From an optimization exercise on the open Yosys and OpenROAD flow, aimed at small area, a short achievable clock period and few clock cycles; shortcuts taken in it are not production practice. Function was checked by simulation only, so behaviour that the tests miss may differ from the original. Power and IR drop assume default switching activity.

`design/flow/run.sh`:
```
#!/bin/bash
# synth_recipe.tcl (not shown) runs the flow's synth.tcl, then flattens the netlist and writes it again
# the make line also repeats each setting of config.mk as NAME=value (left out here)
make -C /OpenROAD-flow-scripts/flow DESIGN_CONFIG=/design/flow/config.mk WORK_HOME=/design/flow/orfs CLKGATE_MAP_FILE= SYNTH_SCRIPT=/design/flow/synth_recipe.tcl finish
```
`design/flow/design.v`:
```
module lcd_img_ctrl #(
   parameter int unsigned IMG_W = 8,
   parameter int unsigned DW    = 8,
   parameter int unsigned AW    = 6
) (
   input  logic          clk,
   input  logic          reset,
   input  logic [3:0]    cmd,
   input  logic          cmd_valid,
   output logic          IROM_rd,
   output logic [AW-1:0] IROM_A,
   input  logic [DW-1:0] IROM_Q,
   output logic          IRAM_valid,
   output logic [DW-1:0] IRAM_D,
   output logic [AW-1:0] IRAM_A,
   output logic          busy,
   output logic          done
);
   localparam int NPIX = 64;
   function automatic logic [6:0] pe64(input logic [63:0] v);
      logic [7:0]  any8;
      logic [23:0] lo;
      logic [2:0]  g;
      logic        f;
      for (int i = 0; i < 8; i++) begin
         any8[i] = |v[i*8 +: 8];
         lo[i*3 +: 3] = 3'd0;
         for (int j = 7; j >= 0; j--) if (v[i*8 + j]) lo[i*3 +: 3] = 3'(j);
      end
      g = 3'd0;
      for (int i = 7; i >= 0; i--) if (any8[i]) g = 3'(i);
      f = |any8;
      pe64 = {f, g, lo[g*3 +: 3]};
   endfunction
   logic [2:0]    x_q, y_q;              
   logic          fin_q;                 
   logic          s1_v, s1_fwd;
   logic [3:0]    s1_op;
   logic          s2_v;
   logic [3:0]    s2_op;
   logic [2:0]    s2_x, s2_y;
   logic [DW-1:0] w_q [4];               
   logic          rv1;                   
   logic [AW-1:0] ra1;                   
   logic [NPIX-1:0] req_q;               
   logic [NPIX-1:0] dirty_q;             
   logic          wv1;
   logic [AW-1:0] wa1;
   logic [DW-1:0] img [0:NPIX-1];
   logic [2:0] xm1, ym1;
   assign xm1 = x_q - 3'd1;
   assign ym1 = y_q - 3'd1;
   logic [7:0] colW, rowW, colN, rowN;
   always_comb begin
      for (int c = 0; c < 8; c++) begin
         colW[c] = (3'(c) == x_q) || (3'(c) == xm1);
         rowW[c] = (3'(c) == y_q) || (3'(c) == ym1);
         colN[c] = (3'(c) == x_q) || (3'(c) == xm1) || (3'(c) == 3'(x_q + 3'd1) && x_q != 3'd7) ||
                   (3'(c) == 3'(x_q - 3'd2) && x_q != 3'd1);
         rowN[c] = (3'(c) == y_q) || (3'(c) == ym1) || (3'(c) == 3'(y_q + 3'd1) && y_q != 3'd7) ||
                   (3'(c) == 3'(y_q - 3'd2) && y_q != 3'd1);
      end
   end
   logic [NPIX-1:0] winmask, nbmask;
   always_comb begin
      for (int p = 0; p < NPIX; p++) begin
         winmask[p] = rowW[p/8] & colW[p%8];
         nbmask[p]  = rowN[p/8] & colN[p%8];
      end
   end
   logic [AW-1:0] wa_cls [4];
   logic [DW-1:0] rd_cls [4];
   always_comb begin
      for (int k = 0; k < 4; k++) begin
         logic cp, rp;
         logic [1:0] ch, rh;
         cp = k[0];
         rp = k[1];
         ch = cp ? xm1[2:1] : x_q[2:1];
         rh = rp ? ym1[2:1] : y_q[2:1];
         wa_cls[k] = {rh, rp, ch, cp};
         rd_cls[k] = img[wa_cls[k]];
      end
   end
   logic pend0_in_win, ready, s1_adv, take;
   assign pend0_in_win = IROM_rd & winmask[IROM_A];
   assign ready  = ((req_q & winmask) == winmask) & ~pend0_in_win;
   assign s1_adv = s1_v & ready;
   assign busy   = fin_q | (s1_v & ~ready);
   assign take   = cmd_valid & ~busy;
   logic byp_hit;
   assign byp_hit = rv1 & winmask[ra1];
   logic       a2, b2;
   assign a2 = s2_x[0];
   assign b2 = s2_y[0];
   logic [DW-1:0] p_tl, p_tr, p_bl, p_br;
   assign p_tl = w_q[{~b2, ~a2}];
   assign p_tr = w_q[{~b2,  a2}];
   assign p_bl = w_q[{ b2, ~a2}];
   assign p_br = w_q[{ b2,  a2}];
   logic [DW-1:0] mx_t, mx_b, mx, mn_t, mn_b, mn;
   logic [DW+1:0] sum;
   assign mx_t = (p_tl > p_tr) ? p_tl : p_tr;
   assign mx_b = (p_bl > p_br) ? p_bl : p_br;
   assign mx   = (mx_t > mx_b) ? mx_t : mx_b;
   assign mn_t = (p_tl < p_tr) ? p_tl : p_tr;
   assign mn_b = (p_bl < p_br) ? p_bl : p_br;
   assign mn   = (mn_t < mn_b) ? mn_t : mn_b;
   assign sum  = {2'b00, p_tl} + {2'b00, p_tr} + {2'b00, p_bl} + {2'b00, p_br};
   logic [DW-1:0] n_tl, n_tr, n_bl, n_br;
   always_comb begin
      n_tl = p_tl;
      n_tr = p_tr;
      n_bl = p_bl;
      n_br = p_br;
      case (s2_op)
         4'h5: begin n_tl = mx; n_tr = mx; n_bl = mx; n_br = mx; end
         4'h6: begin n_tl = mn; n_tr = mn; n_bl = mn; n_br = mn; end
         4'h7: begin
            n_tl = sum[DW+1:2]; n_tr = sum[DW+1:2];
            n_bl = sum[DW+1:2]; n_br = sum[DW+1:2];
         end
         4'h8: begin n_tl = p_tr; n_tr = p_br; n_br = p_bl; n_bl = p_tl; end
         4'h9: begin n_tl = p_bl; n_bl = p_br; n_br = p_tr; n_tr = p_tl; end
         4'hA: begin n_tl = p_bl; n_bl = p_tl; n_tr = p_br; n_br = p_tr; end
         4'hB: begin n_tl = p_tr; n_tr = p_tl; n_bl = p_br; n_br = p_bl; end
         default: ;
      endcase
   end
   logic [DW-1:0] r_cls [4];
   always_comb begin
      for (int k = 0; k < 4; k++) begin
         logic cp, rp;
         cp = k[0];
         rp = k[1];
         case ({rp == b2, cp == a2})
            2'b00: r_cls[k] = n_tl;
            2'b01: r_cls[k] = n_tr;
            2'b10: r_cls[k] = n_bl;
            default: r_cls[k] = n_br;
         endcase
      end
   end
   logic [2:0] s2_xm1, s2_ym1;
   assign s2_xm1 = s2_x - 3'd1;
   assign s2_ym1 = s2_y - 3'd1;
   logic [7:0] colS2, rowS2;
   always_comb begin
      for (int c = 0; c < 8; c++) begin
         colS2[c] = (3'(c) == s2_x) || (3'(c) == s2_xm1);
         rowS2[c] = (3'(c) == s2_y) || (3'(c) == s2_ym1);
      end
   end
   logic [3:0] colS2m4, rowS2m4;       
   always_comb begin
      for (int c = 0; c < 4; c++) begin
         colS2m4[c] = s2_v & (colS2[c] | colS2[c+4]);
         rowS2m4[c] = rowS2[c] | rowS2[c+4];
      end
   end
   logic ld_conf, ld_ok;
   assign ld_conf = colS2m4[ra1[1:0]] & rowS2m4[ra1[4:3]];
   assign ld_ok   = rv1 & ~ld_conf;
   logic [DW-1:0] lane [16];            
   always_comb begin
      for (int l = 0; l < 16; l++) begin
         if (colS2m4[l%4] & rowS2m4[l/4]) lane[l] = r_cls[{l[2], l[0]}];
         else                             lane[l] = IROM_Q;
      end
   end
   logic [NPIX-1:0] we_s2, we_ld;
   always_comb begin
      for (int p = 0; p < NPIX; p++) begin
         we_s2[p] = s2_v & rowS2[p/8] & colS2[p%8];
         we_ld[p] = ld_ok & (ra1 == AW'(p));
      end
   end
   always_ff @(posedge clk) begin
      for (int p = 0; p < NPIX; p++) begin
         if (we_s2[p] | we_ld[p]) img[p] <= lane[((p/8)%4)*4 + (p%8)%4];
      end
   end
   logic [NPIX-1:0] need, m1, m2, lsel;
   logic [6:0]      lpick;
   assign need = ~req_q;
   assign m1   = need & winmask;
   assign m2   = need & nbmask;
   assign lsel = (|m1) ? m1 : (|m2) ? m2 : need;
   assign lpick = pe64(lsel);
   logic [NPIX-1:0] d1, wsel;
   logic [6:0]      wpick;
   assign d1    = dirty_q & ~nbmask;
   assign wsel  = (|d1) ? d1 : dirty_q;
   assign wpick = pe64(wsel);
   logic [NPIX-1:0] wgrant, lgrant;
   always_comb begin
      for (int p = 0; p < NPIX; p++) begin
         wgrant[p] = wpick[6] & (wpick[5:0] == AW'(p));
         lgrant[p] = lpick[6] & (lpick[5:0] == AW'(p));
      end
   end
   logic all_quiet;
   assign all_quiet = fin_q & ~s1_v & ~s2_v & ~(|dirty_q) & (&req_q) & ~IROM_rd & ~rv1 & ~wv1;
   always_ff @(posedge clk) begin
      if (s1_adv) begin
         for (int k = 0; k < 4; k++) begin
            if (s1_fwd)                                          w_q[k] <= r_cls[k];
            else if (byp_hit && ra1[0] == k[0] && ra1[3] == k[1]) w_q[k] <= IROM_Q;
            else                                                 w_q[k] <= rd_cls[k];
         end
         s2_op <= s1_op;
         s2_x  <= x_q;
         s2_y  <= y_q;
      end
      IRAM_D <= img[wa1];
      IRAM_A <= wa1;
      ra1    <= IROM_A;
      wa1    <= wpick[5:0];
   end
   always_ff @(posedge clk or posedge reset) begin
      if (reset) begin
         x_q        <= 3'd4;
         y_q        <= 3'd4;
         fin_q      <= 1'b0;
         s1_v       <= 1'b0;
         s1_fwd     <= 1'b0;
         s1_op      <= 4'h0;
         s2_v       <= 1'b0;
         rv1        <= 1'b0;
         req_q      <= NPIX'(1) << 27;
         dirty_q    <= '0;
         wv1        <= 1'b0;
         IROM_rd    <= 1'b1;
         IROM_A     <= AW'(27);
         IRAM_valid <= 1'b0;
         done       <= 1'b0;
      end else begin
         if (take) begin
            case (cmd)
               4'h0: fin_q <= 1'b1;
               4'h1: if (y_q > 3'd1) y_q <= y_q - 3'd1;
               4'h2: if (y_q < 3'd7) y_q <= y_q + 3'd1;
               4'h3: if (x_q > 3'd1) x_q <= x_q - 3'd1;
               4'h4: if (x_q < 3'd7) x_q <= x_q + 3'd1;
               default: ;
            endcase
         end
         if (take && cmd >= 4'h5 && cmd <= 4'hB) begin
            s1_v   <= 1'b1;
            s1_op  <= cmd;
            s1_fwd <= s1_adv;
         end else if (s1_adv) begin
            s1_v   <= 1'b0;
         end
         s2_v <= s1_adv;
         rv1     <= IROM_rd;
         IROM_rd <= lpick[6];
         IROM_A  <= lpick[5:0];
         req_q   <= (req_q | lgrant) & ~({NPIX{rv1 & ld_conf}} & (NPIX'(1) << ra1));
         dirty_q    <= (dirty_q & ~wgrant) | we_s2 | we_ld;
         wv1        <= wpick[6];
         IRAM_valid <= wv1;
         if (all_quiet) done <= 1'b1;
      end
   end
endmodule
```
`design/flow/config.mk`:
```
export PLATFORM = sky130hd
export DESIGN_NAME = lcd_img_ctrl
export DESIGN_NICKNAME = lcd_img_ctrl
export VERILOG_FILES = /design/flow/design.v
export SDC_FILE = /design/flow/constraint.sdc
export NUM_CORES = 4
export LEC_CHECK = 0
export CAP_MARGIN = 20
export CELL_PAD_IN_SITES_DETAIL_PLACEMENT = 1
export CELL_PAD_IN_SITES_GLOBAL_PLACEMENT = 2
export CORE_MARGIN = 2
export CORE_UTILIZATION = 25
export PLACE_DENSITY = 0.3
export SLEW_MARGIN = 20
```
`design/flow/constraint.sdc`:
```
create_clock -name core_clock -period 12.0 [get_ports {clk}]
set_input_delay 2.4000 -clock core_clock [delete_from_list [all_inputs] [get_ports {clk}]]
set_output_delay 2.4000 -clock core_clock [all_outputs]
set_load 0.01 [all_outputs]
```
==> run summary <==
## final timing paths
kind                                            from                  end  slack [ns]
worst max-delay path              y_q[1]$_DFFE_PP0P_  req_q[50]$_DFF_PP0_        2.69
worst min-delay path            s1_op[1]$_DFFE_PP0P_   s2_op[1]$_DFFE_PP_        0.45
worst max register to register    y_q[1]$_DFFE_PP0P_  req_q[50]$_DFF_PP0_        2.69
worst min register to register  s1_op[1]$_DFFE_PP0P_   s2_op[1]$_DFFE_PP_        0.45
max in group asynchronous                      reset     done$_DFFE_PP0P_        7.98
min in group asynchronous                      reset  IROM_A[2]$_DFF_PP0_        2.13
## layer usage
layer / part of all wire (%) / vias to the layer above / wire length, microns / GRT usage, %
met4: 8.8 / 8 / 33500 / 29.3
met5: 0.016 / - / 61 / 0
met3: 7.5 / 961 / 28600 / 7.42
met1: 39 / 25723 / 147000 / 46.8
li1: - / 19243 / - / -
met2: 45 / 2984 / 170000 / 60.3
## power by group through the flow
stage | logic (mW) | clock network (mW) | registers [mW]
floorplan | 7.35 | 0 | 3.43
finish | 14.1 | 3.19 | 3.75
CTS | 13.8 | 3.22 | 3.73
detailed placement | 13.8 | 0 | 3.78
global route | 14.5 | 3.31 | 3.76
global placement | 13.8 | 0 | 3.79
## Yosys cell counts (all sizes together), types with 14 or more instances
cell,number,share of area (%)
a221oi,124,2.3
a22oi,189,3.0
edfxtp,554,35
nand2,451,3.6
and3,20,0.27
a222oi,36,0.77
o22ai,197,2.6
o31ai,35,0.58
dfxtp,26,1.1
and2,32,0.43
nor3,86,0.95
nor2,335,2.7
a211oi,45,0.75
a21boi,19,0.30
o221ai,73,1.4
nor4,41,0.62
mux4,38,1.8
clkbuf,213,1.7
a22o,93,1.7
xnor2,15,0.30
o32ai,15,0.28
mux2i,74,1.6
a21oi,315,3.5
fa,16,0.68
a311oi,15,0.29
ha,68,1.8
nand3,119,1.3
o21a,40,0.64
nand4,90,1.2
nand2b,73,0.97
mux2,116,2.8
a31oi,54,0.72
inv,165,1.3
a211o,19,0.35
or2,26,0.35
a21o,54,0.86
dfrtp,145,7.7
a32oi,23,0.43
nor2b,52,0.69
o2111ai,14,0.26
buf,110,1.2
o21ai,330,3.6
o211ai,32,0.51
## logic make-up (layout without fill, tap and decap cells)
logic type / after synthesis / after routing
XOR/XNOR: 26 / 26
AND/OR/NAND/NOR: 1396 / 1396
flip-flops: 733 / 733
multiplexers: 228 / 228
buffers and inverters: 492 / 682
other: 0 / 13
AO/OA/AOI/OAI: 1849 / 1849
adder cells (fa/ha/maj): 84 / 84
## metrics by stage
stage	setup slack (ns)	hold WS, ns	instances	area (sq um)
3_5_place_dp	3.03	0.436	7316	52600
4_1_cts	2.98	0.449	7492	56000
5_1_grt	2.60	0.457	7494	56000
2_1_floorplan	4.75	0.354	4808	47000
6_report	2.69	0.450	7506	56000
3_3_place_gp	2.85	0.436	7311	52400
## critical path: stages, from the launching register on
cell and delay (ns):
dfrtp_1 0.50, inv_1 0.32, ha_1 0.56, xor2_4 0.34, a22o_1 1.00, o21ai_0 0.29, o211ai_1 0.23, a211o_1 0.21
or3_2 0.20, buf_4 0.53, a21oi_1 0.28, or4_1 0.59, a211oi_1 0.84, nand4_1 0.81, or4_1 0.90, o21ai_0 0.34
or3_1 0.24, nand3_2 0.57, a21oi_1 0.36
## flip-flops by register name (all words and copies together), names as in the netlist, 4 cells and up
signal / count
IROM_A: 6
s1_op: 4
w_q: 32
wa1: 6
img: 512
dirty_q: 64
ra1: 6
IRAM_A: 6
IRAM_D: 8
s2_op: 4
req_q: 64
## layout make-up
cell class	count	area share (%)
clock inverter	60	1.45
inverter	169	1.15
multi-input combinational	3583	44.8
clock buffer	116	4.62
antenna	13	0.0581
timing repair buffer	337	4.83
sequential	733	37.5
tap	2495	5.57
==> run summary <==
clk latency of the worst-skew pair=between 0.7 and 0.8 ns; complex-gate fraction of the synthesized area=about 28%; Syn Nets=between 4000 and 5000; RSZ-0062 raised after global routing=no; Setup TNS=0 ns; Leak=19.1 nW; reg2reg path depth=18; mux cell area share after synthesis=6.18%; initial antenna violation count=26; Synth Area in XOR/XNOR=0.532%; hold path depth=0; Layout Nets=5017; crit end category=flip-flop; Buffers on Ports=38; CTS tree=done; outcome=complete, no violations; peak supply drop=464 uV; f_max=107 MHz; sequential area share after synthesis=44.7%; crit path max fanout=49; filler cell count=20969; Pint=between 8 and 9 mW; crit start category=flip-flop; clock share of power=~15%; GPL Wtd Cong=1.01; Req. time, crit path=12.62 ns; mapped cell area=47000 sq um; layout cells sized above 1=between 15 and 20%; Slew Limit Fails=0; Worst EP arrival=9.94 ns; Synth-to-Final Area Change=19.2%; WL/cell=50.6 microns; Worst-Margin Slew=1.32 ns; Inserted Clock Buffers=94; Residual DRC=0; fin crit period=9.31 ns; worst rel slew slack=12.0%; CP Class=reg2reg; post-DR vias/cell=6.52; Syn. warnings=7; die extent in x=about 440 microns; prevailing post-synth register cell=edfxtp_1; DP HPWL=282000 microns; Top Ports=39; Core ar.=187000 sq um; FF/Latch Area=between 20000 and 25000 sq um; Rows=159; share of power burned in registers=17.8%; post-synthesis simple-gate area fraction=14.3%; vias in the first global route=around 48000; Routed WL=380000 microns; total power draw=21.1 mW; CTS Buffer Depth=3; DRT Pass-1 Iters=6; post-synthesis async set-or-reset flop share=20.9%; Hold Fails Final Rpt=0; Setup Viol. Count Final=0; most frequent cells in the layout=554 x edfxtp_1, 449 x nand2_1, 294 x o21ai_0; Cells after Synth=4808; Syn Area/Cell=9.77 sq um; global-route wire length before repair=between 400000 and 500000 microns; Die ar.=191000 sq um; PostCTS Resize Cnt=0; Post-CTS Setup Inserts=0; combinational power share=67.0%; largest family of logic cells by synthesized area=compound AO/OA/AOI/OAI gates; commonest non-fill, non-tap cell in the layout=edfxtp_1; Finished Core Util=~30%; multi-input gate area in the final layout=25100 sq um; clk_skew=slightly above 0.05 ns; post-route ant nets=0; Max Cap Viol=0; Sw Pwr=12.2 mW; initial core utilization=25.1%; GRT Total Usage=38.5%; Final Cycle Share=77.6%; PD cells=376 nW/um^2; chip height=438 microns; global route overflow=0; H-tree depth=3; clk sinks=around 730; largest net degree at the start of global routing=64; Worst-path clk slew=0.06 ns; distinct cell type count after synthesis=114; hold buffer count at cts=0; CTS Root Cell=clkbuf_16; area share of fa/ha/maj cells after synthesis=2.49%; Synth Register Bits=around 730; Post-synth EDFFs=554; drt first-iter violations=6471; sw frac=between 50 and 60%; worst min path class=reg2reg; Vias=48919
Testbench counts, summed over its fixed seeds: cycles 4,574.

## static timing again, ports no longer ideal
In the flow no input, the clock included, has a driving cell. The finished layout below was timed again as built, in two steps. Step 1 sets driving cells, clkbuf_16 on the clock port and buf_2 on the other inputs (assumed; they add their load-dependent delay and slew). Step 2 also shifts input and output timing later by t, the mid clock arrival at the registers, as if the neighbouring blocks saw the same clock. Three values: no drivers, after step 1, after step 2; two values: the first two.
shift t [ns]: 0.829
setup WS [ns]: 2.688 / 2.688 / 2.688
worst setup path at the end: register to register
slew at the worst register clock pin (ns): 0.07 / 0.07
After both steps this run still meets setup and hold. The setup slack of this run moves by 0.000 ns with the drivers and by 0.000 ns with both steps.
